Background: an optimization exercise with open tools, aiming at small area, a short achievable clock period and few clock cycles per item. Do not read the settings as production practice. Only simulation tests tie the RTL to the original design; equivalence was not proved.

File: run.sh
#!/bin/bash
# synth_recipe.tcl (not shown) runs the flow's synth.tcl, then flattens the netlist and writes it again
# the make line also repeats each setting of config.mk as NAME=value (left out here)
make -C /OpenROAD-flow-scripts/flow DESIGN_CONFIG=/design/flow/config.mk WORK_HOME=/design/flow/orfs CLKGATE_MAP_FILE= SYNTH_SCRIPT=/design/flow/synth_recipe.tcl finish
File: config.mk
export PLATFORM = sky130hd
export DESIGN_NAME = audio_resample_packetizer_unit
export DESIGN_NICKNAME = audio_resample_packetizer_unit
export VERILOG_FILES = /design/flow/design.v
export SDC_FILE = /design/flow/constraint.sdc
export NUM_CORES = 4
export LEC_CHECK = 0
export CAP_MARGIN = 20
export CORE_MARGIN = 2
export CORE_UTILIZATION = 40
export PLACE_DENSITY = 0.6
export SLEW_MARGIN = 20
File: constraint.sdc
create_clock -name core_clock -period 8.0 [get_ports {clk_i}]
set_input_delay 1.6000 -clock core_clock [delete_from_list [all_inputs] [get_ports {clk_i}]]
set_output_delay 1.6000 -clock core_clock [all_outputs]
set_load 0.01 [all_outputs]
File: design.v
`default_nettype none
package arp_pkg;
  localparam int unsigned PACKET_FRAMES = 960;
  localparam int unsigned OUTPUT_RATE   = 48000;
  localparam int unsigned MIN_RATE      = 8000;
  localparam int unsigned MAX_RESULTS   = 6;
  localparam int unsigned RATE_W  = 19;
  localparam int unsigned PHASE_W = 20;
  localparam int unsigned FRAME_W = 10;
  localparam int unsigned CFG_W   = 19;
  localparam int unsigned CIDX_W  = 2;
  localparam logic [14:0] FLT_SCALE = 15'd32767;
  localparam logic [CIDX_W-1:0] REG_SOURCE_RATE   = 2'd0;
  localparam logic [CIDX_W-1:0] REG_SAMPLE_FORMAT = 2'd1;
  localparam logic [CIDX_W-1:0] REG_STEREO_SOURCE = 2'd2;
  localparam logic [1:0] FMT_FLOAT = 2'd0;
  localparam logic [1:0] FMT_PCM16 = 2'd1;
  localparam logic [1:0] FMT_PCM32 = 2'd2;
  localparam logic [1:0] FMT_NONE  = 2'd3;
  typedef struct packed {
    logic [31:0] first_channel_raw;
    logic [31:0] second_channel_raw;
    logic        buffer_start;
    logic        silent;
    logic [63:0] time_ns;
  } in_word_t;
  typedef struct packed {
    logic signed [15:0] left_sample;
    logic signed [15:0] right_sample;
    logic [15:0]        packet_sequence;
    logic               first_of_packet;
    logic               last_of_packet;
    logic [63:0]        packet_time_ns;
    logic               last_of_run;
  } out_word_t;
  typedef struct packed {
    logic load;
    logic mul;
    logic rnd;
    logic fin;
    logic chan;
    logic step;
  } cmd_t;
  typedef struct packed {
    logic below;
  } status_t;
endpackage
`default_nettype wire
`default_nettype none
module arp_conv (
  input  wire logic               clk_i,
  input  wire arp_pkg::cmd_t      cmd_i,
  input  wire logic [31:0]        raw_i,
  input  wire logic [1:0]         fmt_i,
  input  wire logic               silent_i,
  output logic signed [15:0]      sample_o
);
  logic [31:0] raw_q;
  logic [38:0] prod_q;
  logic [24:0] q_q, q_d;
  logic        sh_q;
  logic [23:0] hi;
  logic        g1, s1, up1;
  logic [7:0]  ex;
  logic [7:0]  t, s;
  logic [5:0]  sa, sm1;
  logic [24:0] shifted, lowmask;
  logic        g2, s2;
  logic [16:0] mag;
  logic [15:0] magx, fval, conv;
  always_ff @(posedge clk_i) begin
    if (cmd_i.mul) begin
      raw_q  <= raw_i;
      prod_q <= 39'({1'b1, raw_i[22:0]}) * 39'(arp_pkg::FLT_SCALE);
    end
    if (cmd_i.rnd) begin
      q_q  <= q_d;
      sh_q <= prod_q[38];
    end
  end
  always_comb begin
    if (prod_q[38]) begin
      hi = prod_q[38:15];
      g1 = prod_q[14];
      s1 = |prod_q[13:0];
    end else begin
      hi = prod_q[37:14];
      g1 = prod_q[13];
      s1 = |prod_q[12:0];
    end
    up1 = g1 && (s1 || hi[0]);
    q_d = {1'b0, hi} + 25'(up1);
  end
  always_comb begin
    ex      = raw_q[30:23];
    t       = 8'd150 - ex;
    s       = t - (sh_q ? 8'd15 : 8'd14);
    sa      = s[5:0];
    sm1     = sa - 6'd1;
    shifted = q_q >> sa;
    g2      = |((q_q >> sm1) & 25'd1);
    lowmask = (25'd1 << sm1) - 25'd1;
    s2      = |(q_q & lowmask);
    mag     = shifted[16:0] + 17'(g2 && (s2 || shifted[0]));
    magx    = (mag > 17'd32767) ? 16'h7FFF : {1'b0, mag[14:0]};
    if (ex == 8'hFF && raw_q[22:0] != 23'd0) begin
      fval = 16'h7FFF;
    end else if (ex >= 8'd127) begin
      fval = raw_q[31] ? 16'h8001 : 16'h7FFF;
    end else if (ex < 8'd100) begin
      fval = 16'h0000;
    end else begin
      fval = raw_q[31] ? (~magx + 16'd1) : magx;
    end
    case (fmt_i)
      arp_pkg::FMT_FLOAT: conv = fval;
      arp_pkg::FMT_PCM16: conv = raw_q[15:0];
      default:            conv = raw_q[31:16];
    endcase
  end
  assign sample_o = silent_i ? 16'sd0 : $signed(conv);
endmodule
`default_nettype wire
`default_nettype none
module arp_ctrl (
  input  wire logic             clk_i,
  input  wire logic             rst_ni,
  input  wire logic             in_valid_i,
  output logic                  in_ready_o,
  input  wire arp_pkg::status_t status_i,
  output arp_pkg::cmd_t         cmd_o
);
  typedef enum logic [2:0] {
    S_IDLE, S_MUL0, S_RND0, S_FIN0, S_MUL1, S_RND1, S_FIN1, S_LOOP
  } state_e;
  state_e state_q, state_d;
  logic   in_ready_q;
  logic   accept;
  assign accept     = in_valid_i && in_ready_q;
  assign in_ready_o = in_ready_q;
  always_comb begin
    state_d = state_q;
    unique case (state_q)
      S_IDLE: if (accept) state_d = S_MUL0;
      S_MUL0: state_d = S_RND0;
      S_RND0: state_d = S_FIN0;
      S_FIN0: state_d = S_MUL1;
      S_MUL1: state_d = S_RND1;
      S_RND1: state_d = S_FIN1;
      S_FIN1: state_d = S_LOOP;
      S_LOOP: if (!status_i.below) state_d = S_IDLE;
      default: state_d = S_IDLE;
    endcase
  end
  always_comb begin
    cmd_o      = '0;
    cmd_o.load = accept;
    unique case (state_q)
      S_MUL0: cmd_o.mul = 1'b1;
      S_RND0: cmd_o.rnd = 1'b1;
      S_FIN0: cmd_o.fin = 1'b1;
      S_MUL1: begin
        cmd_o.mul  = 1'b1;
        cmd_o.chan = 1'b1;
      end
      S_RND1: begin
        cmd_o.rnd  = 1'b1;
        cmd_o.chan = 1'b1;
      end
      S_FIN1: begin
        cmd_o.fin  = 1'b1;
        cmd_o.chan = 1'b1;
      end
      S_LOOP: cmd_o.step = 1'b1;
      default: ;
    endcase
  end
  always_ff @(posedge clk_i or negedge rst_ni) begin
    if (!rst_ni) begin
      state_q    <= S_IDLE;
      in_ready_q <= 1'b1;
    end else begin
      state_q    <= state_d;
      in_ready_q <= (state_d == S_IDLE);
    end
  end
endmodule
`default_nettype wire
`default_nettype none
module arp_datapath (
  input  wire logic                        clk_i,
  input  wire logic                        rst_ni,
  input  wire logic                        cfg_we_i,
  input  wire logic [arp_pkg::CIDX_W-1:0]  cfg_index_i,
  input  wire logic [arp_pkg::CFG_W-1:0]   cfg_wdata_i,
  input  wire arp_pkg::in_word_t           in_data_i,
  input  wire arp_pkg::cmd_t               cmd_i,
  output arp_pkg::status_t                 status_o,
  output logic                             out_valid_o,
  input  wire logic                        out_ready_i,
  output arp_pkg::out_word_t               out_data_o
);
  logic [arp_pkg::RATE_W-1:0]  src_rate_q;
  logic [1:0]                  fmt_q;
  logic                        stereo_q;
  arp_pkg::in_word_t           item_q;
  logic signed [15:0]          left_q, right_q, sample;
  logic [arp_pkg::RATE_W-1:0]  residue_q, rate;
  logic [arp_pkg::PHASE_W-1:0] p_q, p_next;
  logic [2:0]                  n_q;
  logic [arp_pkg::FRAME_W-1:0] fip_q;
  logic [15:0]                 seq_q;
  logic                        out_valid_q;
  arp_pkg::out_word_t          out_q, out_d;
  logic produce, emit_en, out_free, below, emit, advance, pkt_last;
  always_ff @(posedge clk_i or negedge rst_ni) begin
    if (!rst_ni) begin
      src_rate_q <= arp_pkg::RATE_W'(arp_pkg::OUTPUT_RATE);
      fmt_q      <= arp_pkg::FMT_FLOAT;
      stereo_q   <= 1'b1;
    end else if (cfg_we_i) begin
      unique case (cfg_index_i)
        arp_pkg::REG_SOURCE_RATE:   src_rate_q <= cfg_wdata_i[arp_pkg::RATE_W-1:0];
        arp_pkg::REG_SAMPLE_FORMAT: fmt_q      <= cfg_wdata_i[1:0];
        arp_pkg::REG_STEREO_SOURCE: stereo_q   <= cfg_wdata_i[0];
        default: ;
      endcase
    end
  end
  arp_conv u_conv (
    .clk_i    (clk_i),
    .cmd_i    (cmd_i),
    .raw_i    (cmd_i.chan ? item_q.second_channel_raw : item_q.first_channel_raw),
    .fmt_i    (fmt_q),
    .silent_i (item_q.silent),
    .sample_o (sample)
  );
  assign rate     = (src_rate_q < arp_pkg::RATE_W'(arp_pkg::MIN_RATE))
                  ? arp_pkg::RATE_W'(arp_pkg::MIN_RATE) : src_rate_q;
  assign p_next   = p_q + arp_pkg::PHASE_W'(rate);
  assign below    = p_q < arp_pkg::PHASE_W'(arp_pkg::OUTPUT_RATE);
  assign produce  = item_q.silent || (fmt_q != arp_pkg::FMT_NONE);
  assign emit_en  = produce && (n_q < 3'(arp_pkg::MAX_RESULTS));
  assign out_free = !out_valid_q || out_ready_i;
  assign emit     = cmd_i.step && below && emit_en && out_free;
  assign advance  = cmd_i.step && below && (!emit_en || out_free);
  assign pkt_last = fip_q >= arp_pkg::FRAME_W'(arp_pkg::PACKET_FRAMES - 1);
  always_comb begin
    out_d.left_sample     = left_q;
    out_d.right_sample    = right_q;
    out_d.packet_sequence = seq_q;
    out_d.first_of_packet = (fip_q == '0);
    out_d.last_of_packet  = pkt_last;
    out_d.packet_time_ns  = pkt_last ? item_q.time_ns : 64'd0;
    out_d.last_of_run     = (p_next >= arp_pkg::PHASE_W'(arp_pkg::OUTPUT_RATE))
                         || (n_q == 3'(arp_pkg::MAX_RESULTS - 1));
  end
  always_ff @(posedge clk_i) begin
    if (cmd_i.load) item_q <= in_data_i;
    if (cmd_i.fin && !cmd_i.chan) left_q <= sample;
    if (cmd_i.fin && cmd_i.chan) right_q <= stereo_q ? sample : left_q;
    if (emit) out_q <= out_d;
  end
  always_ff @(posedge clk_i or negedge rst_ni) begin
    if (!rst_ni) begin
      residue_q   <= '0;
      p_q         <= '0;
      n_q         <= '0;
      fip_q       <= '0;
      seq_q       <= '0;
      out_valid_q <= 1'b0;
    end else begin
      if (cmd_i.load) begin
        p_q <= in_data_i.buffer_start ? '0 : {1'b0, residue_q};
        n_q <= '0;
      end else if (advance) begin
        p_q <= p_next;
      end
      if (cmd_i.step && !below) begin
        residue_q <= arp_pkg::RATE_W'(p_q - arp_pkg::PHASE_W'(arp_pkg::OUTPUT_RATE));
      end
      if (emit) begin
        n_q <= n_q + 3'd1;
        if (pkt_last) begin
          fip_q <= '0;
          seq_q <= seq_q + 16'd1;
        end else begin
          fip_q <= fip_q + arp_pkg::FRAME_W'(1);
        end
      end
      if (emit) out_valid_q <= 1'b1;
      else if (out_ready_i) out_valid_q <= 1'b0;
    end
  end
  assign status_o.below = below;
  assign out_valid_o    = out_valid_q;
  assign out_data_o     = out_q;
endmodule
`default_nettype wire
`default_nettype none
module audio_resample_packetizer_unit (
  input  wire logic                       clk_i,
  input  wire logic                       rst_ni,
  input  wire logic                       in_valid_i,
  output logic                            in_ready_o,
  input  wire logic [31:0]                in_first_channel_i,
  input  wire logic [31:0]                in_second_channel_i,
  input  wire logic                       in_buffer_start_i,
  input  wire logic                       in_silent_i,
  input  wire logic [63:0]                in_time_ns_i,
  output logic                            out_valid_o,
  input  wire logic                       out_ready_i,
  output logic [15:0]                     out_left_sample_o,
  output logic [15:0]                     out_right_sample_o,
  output logic [15:0]                     out_packet_sequence_o,
  output logic                            out_first_of_packet_o,
  output logic                            out_last_of_packet_o,
  output logic [63:0]                     out_packet_time_ns_o,
  output logic                            out_last_of_run_o,
  input  wire logic                       cfg_we_i,
  input  wire logic [arp_pkg::CIDX_W-1:0] cfg_index_i,
  input  wire logic [arp_pkg::CFG_W-1:0]  cfg_wdata_i
);
  arp_pkg::cmd_t      cmd;
  arp_pkg::status_t   status;
  arp_pkg::in_word_t  in_data;
  arp_pkg::out_word_t out_data;
  assign in_data.first_channel_raw  = in_first_channel_i;
  assign in_data.second_channel_raw = in_second_channel_i;
  assign in_data.buffer_start       = in_buffer_start_i;
  assign in_data.silent             = in_silent_i;
  assign in_data.time_ns            = in_time_ns_i;
  assign out_left_sample_o     = out_data.left_sample;
  assign out_right_sample_o    = out_data.right_sample;
  assign out_packet_sequence_o = out_data.packet_sequence;
  assign out_first_of_packet_o = out_data.first_of_packet;
  assign out_last_of_packet_o  = out_data.last_of_packet;
  assign out_packet_time_ns_o  = out_data.packet_time_ns;
  assign out_last_of_run_o     = out_data.last_of_run;
  arp_ctrl u_ctrl (
    .clk_i      (clk_i),
    .rst_ni     (rst_ni),
    .in_valid_i (in_valid_i),
    .in_ready_o (in_ready_o),
    .status_i   (status),
    .cmd_o      (cmd)
  );
  arp_datapath u_dp (
    .clk_i       (clk_i),
    .rst_ni      (rst_ni),
    .cfg_we_i    (cfg_we_i),
    .cfg_index_i (cfg_index_i),
    .cfg_wdata_i (cfg_wdata_i),
    .in_data_i   (in_data),
    .cmd_i       (cmd),
    .status_o    (status),
    .out_valid_o (out_valid_o),
    .out_ready_i (out_ready_i),
    .out_data_o  (out_data)
  );
endmodule
`default_nettype wire
==> out/metrics.yaml <==
outcome: "no timing/DRC/antenna violations"
hp-start: "u_dp.right_q[2]"
drc_errors: 0
clock_insertion_delay_worst_skew_ns: 0.63
synth_common_cells: "sky130_fd_sc_hd__edfxtp_1 (372), sky130_fd_sc_hd__inv_1 (196), sky130_fd_sc_hd__fa_1 (174), sky130_fd_sc_hd__nand2_1 (141), sky130_fd_sc_hd__a21oi_1 (134)"
cp.depth: 23
fmaxAchievable_ghz: 0.130
worst-r2r-cell-count: 23
final_setup_fails: 0
final_layout_size_suffix_gt1_share_pct: 10.7
clock_tree.root_cell: "sky130_fd_sc_hd__clkbuf_16"
synth_most_common_cell: "sky130_fd_sc_hd__edfxtp_1"
final_antenna_net_count: 0
syn-num-nets: 2919
synth.yosys.seq_area_share_pct: 46.2
worst-endpoint-arrival_ns: 8.03
antenna_found_initial: 1
clock_sink_count: 467
die_area_sq_um: 75600
grt_overflow_total: 0
synth.lib_cells_used.distinct: 87
crit_chain: "inv_1 -> a21oi_4 -> buf_12 -> mux2_2 -> fa_1 -> fa_1 -> fa_1 -> fa_1 -> fa_1 -> fa_1 -> ha_1 -> a21o_1 -> a21o_1 -> a21o_1 -> a21o_1 -> a221o_1 -> nand2_1 -> o31ai_1 -> a21oi_1 -> a31oi_1 -> a211o_1 -> a21o_1 -> xnor2_1"
final_hold_viol_count: 0
fp.dieH_um: 275
post-route-period-util_pct: 95.8
cp-startpoint: "u_ctrl.state_q[2]"
coreArea_sq_um: 72800
nets: 3202
grt_first_pass_wirelength_um: 117000
max-cap-violations: 0
netlist_top_cells_area: "sky130_fd_sc_hd__edfxtp_1 (38%), sky130_fd_sc_hd__fa_1 (12%), sky130_fd_sc_hd__dfrtp_1 (7.3%)"
timing.final.max_slew_violations: 0
cp_slowest_stage_delay_ns: 0.59
critical-path-top-delay-family: "adder cells"
cts_tree: "done"
finalWirelength_um: 76300
per_instance_average_area_after_synthesis_sq_um: 11.9
ctsResizeCount: 0
grt_start_max_net_pins: 82
worst_setup_path_end_kind: "flip-flop"
clk_pin_slew_ns: 0.06
first_pass_iters: 5
antenna-diode-count: 0
syn_to_final_growth_pct: 20.0
globalRouteTotalUtil_pct: 20.0
synth.ff_latch_count: 467
postCtsSetupRepairBufs: 0
library_cell_occupying_the_most_area_in_the_post_synthesis_netlist: "sky130_fd_sc_hd__edfxtp_1"
timing.critical_path.fanout_max: 27
synth-async-reset-ratio_pct: 20.3
rows: 99
crit_path_top_delay_cell: "sky130_fd_sc_hd__fa_1"
die_w_um: 275
dp_cells: 3645
hpwl_um: 59300
synth-edff-count: 372
cts-buffers-inserted: 53
r2r-start: "u_ctrl.state_q[2]"
stdcell_count: 3745
htreeDepth: 2
synthesis.instances: 2458
final.min_clock_period_ns: 7.67
via_per_inst: 5.38
wl_per_cell_um: 20.4
vias_in_the_first_global_route: 20500
totalNegativeSetupSlack_ns: 0
cp_buf_inv_count: 2
buffer_ports.inserted: 272
timing.slew.headroom_pct: 29.4
postSynth.topFlopCell: "sky130_fd_sc_hd__edfxtp_1"
path_common_cell: "sky130_fd_sc_hd__fa_1"
initial_core_util_pct: 40.3
globalplace.congestion: 0.943
yosysWarnings: 3
detail_route.iter0.violations: 1374
clock_skew_ns: 0.0560
vias: 20100
synth_top_cell_area_share_pct: 38.1
worstSetupStartpointType: "flip-flop"
unrepaired_setup_endpoints_after_global_routing: "false"
worst_ep_required_ns: 8.37
syn_area_sq_um: 29400
tightest_slew_ns: 1.06
clock_tree.buffer_depth: 3
min_delay_path_depth: 0
top_level_ports: 273
cts-hold-fix-buffers: 0
criticalPathCategory: "reg2reg"
hold_class: "reg2reg"
## cell type report
| type | instances | area, sq um |
|---|---|---|
| Multi-Input combinational cell | 1697 | 14700 |
| Tap cell | 959 | 1200 |
| Fill cell | 6481 | 37600 |
| Timing Repair Buffer | 323 | 3120 |
| Clock inverter | 37 | 485 |
| Sequential cell | 467 | 13600 |
| Inverter | 199 | 754 |
| Clock buffer | 63 | 1390 |
## routing by layer
layer / global-route usage, % / vias up / part of all wire, %
met5: 0 / - / 0.014
met4: 7.08 / 2 / 3.6
met3: 4.58 / 154 / 7.2
met2: 32.2 / 698 / 46
met1: 26.6 / 9806 / 43
li1: - / 9472 / -
## placed cells by master (no fill, tap or decap), types with 11 or more instances in the layout
master / synthesis / final
sky130_fd_sc_hd__o211ai_1: 12 / 12
sky130_fd_sc_hd__o21bai_1: 11 / 11
sky130_fd_sc_hd__or2_2: 12 / 12
sky130_fd_sc_hd__nand2_1: 141 / 140
sky130_fd_sc_hd__buf_4: 2 / 51
sky130_fd_sc_hd__a211oi_1: 15 / 14
sky130_fd_sc_hd__mux2i_1: 46 / 45
sky130_fd_sc_hd__nand2b_1: 23 / 23
sky130_fd_sc_hd__or3_1: 13 / 13
sky130_fd_sc_hd__nor2_1: 116 / 115
sky130_fd_sc_hd__dfrtp_1: 86 / 85
sky130_fd_sc_hd__nand3_1: 64 / 64
sky130_fd_sc_hd__a31oi_1: 36 / 36
sky130_fd_sc_hd__inv_1: 196 / 195
sky130_fd_sc_hd__fa_1: 174 / 174
sky130_fd_sc_hd__nor4_1: 21 / 21
sky130_fd_sc_hd__and3_1: 24 / 24
sky130_fd_sc_hd__o31ai_1: 11 / 11
sky130_fd_sc_hd__nor2b_1: 38 / 38
sky130_fd_sc_hd__clkdlybuf4s50_1: 0 / 271
sky130_fd_sc_hd__xnor2_1: 89 / 87
sky130_fd_sc_hd__clkbuf_16: 0 / 53
sky130_fd_sc_hd__edfxtp_1: 372 / 372
sky130_fd_sc_hd__ha_1: 131 / 130
sky130_fd_sc_hd__xor2_1: 41 / 41
sky130_fd_sc_hd__mux4_2: 23 / 23
sky130_fd_sc_hd__a21oi_1: 134 / 133
sky130_fd_sc_hd__mux2_2: 89 / 89
sky130_fd_sc_hd__nand4_1: 29 / 29
sky130_fd_sc_hd__o21ai_0: 88 / 87
sky130_fd_sc_hd__o22ai_1: 21 / 21
sky130_fd_sc_hd__nor3_1: 38 / 38
sky130_fd_sc_hd__o21a_1: 15 / 15
sky130_fd_sc_hd__a21o_1: 28 / 28
sky130_fd_sc_hd__and2_1: 79 / 79
## flip-flops by register name, summed over array words and instances (netlist names), 2 cells and up
register and count:
u_dp.residue_q 19, u_dp.out_q 115, u_dp.src_rate_q 19, u_ctrl.state_q 3, u_dp.left_q 16, u_dp.seq_q 16
u_dp.p_q 20, u_dp.fip_q 10, u_dp.u_conv.raw_q 32, u_dp.right_q 16, u_dp.fmt_q 2, u_dp.n_q 3
u_dp.item_q 129, u_dp.u_conv.prod_q 38, u_dp.u_conv.q_q 25
## kinds of logic (layout without fill, tap and decap cells)
family	after synthesis	after routing	synth area share, %
compound gates	457	457	10.1
buf+inv	294	622	3.90
flops	467	467	46.2
simple gates	642	642	11.4
xor+xnor	133	133	4.05
mux	160	160	6.93
fa+ha+maj	305	305	17.5
## through the flow
stage | hold slack (ns) | utilization (%) | setup WS (ns) | cell area [sq um]
6_report | 0.418 | 48.3 | 0.334 | 35200
4_1_cts | 0.420 | 48.3 | 0.242 | 35200
3_3_place_gp | 0.405 | 45.7 | 0.347 | 33300
2_1_floorplan | 0.400 | - | 0.368 | 29400
5_1_grt | 0.424 | 48.3 | 0.0109 | 35200
3_5_place_dp | 0.407 | 45.7 | 0.295 | 33300
## path summary, 6_finish.rpt
path / to / slack, ns
setup / recovery: u_dp.u_conv.prod_q[38] / 0.33
hold / removal: u_dp.out_q[85] / 0.42
setup reg to reg: u_dp.u_conv.prod_q[38] / 0.33
hold reg to reg: u_dp.out_q[85] / 0.42
max in group asynchronous: u_dp.residue_q[2] / 5.93
min in group asynchronous: u_dp.seq_q[14] / 0.93
Testbench counts, summed over its fixed seeds: cycles 61,458, items 6,400.

## port drivers added, routing unchanged
The results above use ideal ports. As a check the final layout listed here was re-extracted and re-timed, cells and wires unchanged.
Step 1: set_driving_cell puts a clkbuf_16 on clk_i and a buf_2 on each other input, an assumption about the parent block.
Step 2, shift: input delay + t, output delay - t, t = (earliest + latest rising clock arrival at the registers) / 2. This alone moves slack from input paths to output paths.
Slacks: ideal / step 1 / step 2; pairs: ideal / step 1.
t (ns): 0.671
setup WS [ns]: 0.334 / 0.334 / 0.334
hold slack, ns: 0.418 / 0.418 / 0.418
pins driven straight from the clock port: 1
After both steps this run still meets setup and hold. The setup slack of this run moves by 0.000 ns with the drivers and by 0.000 ns with both steps.
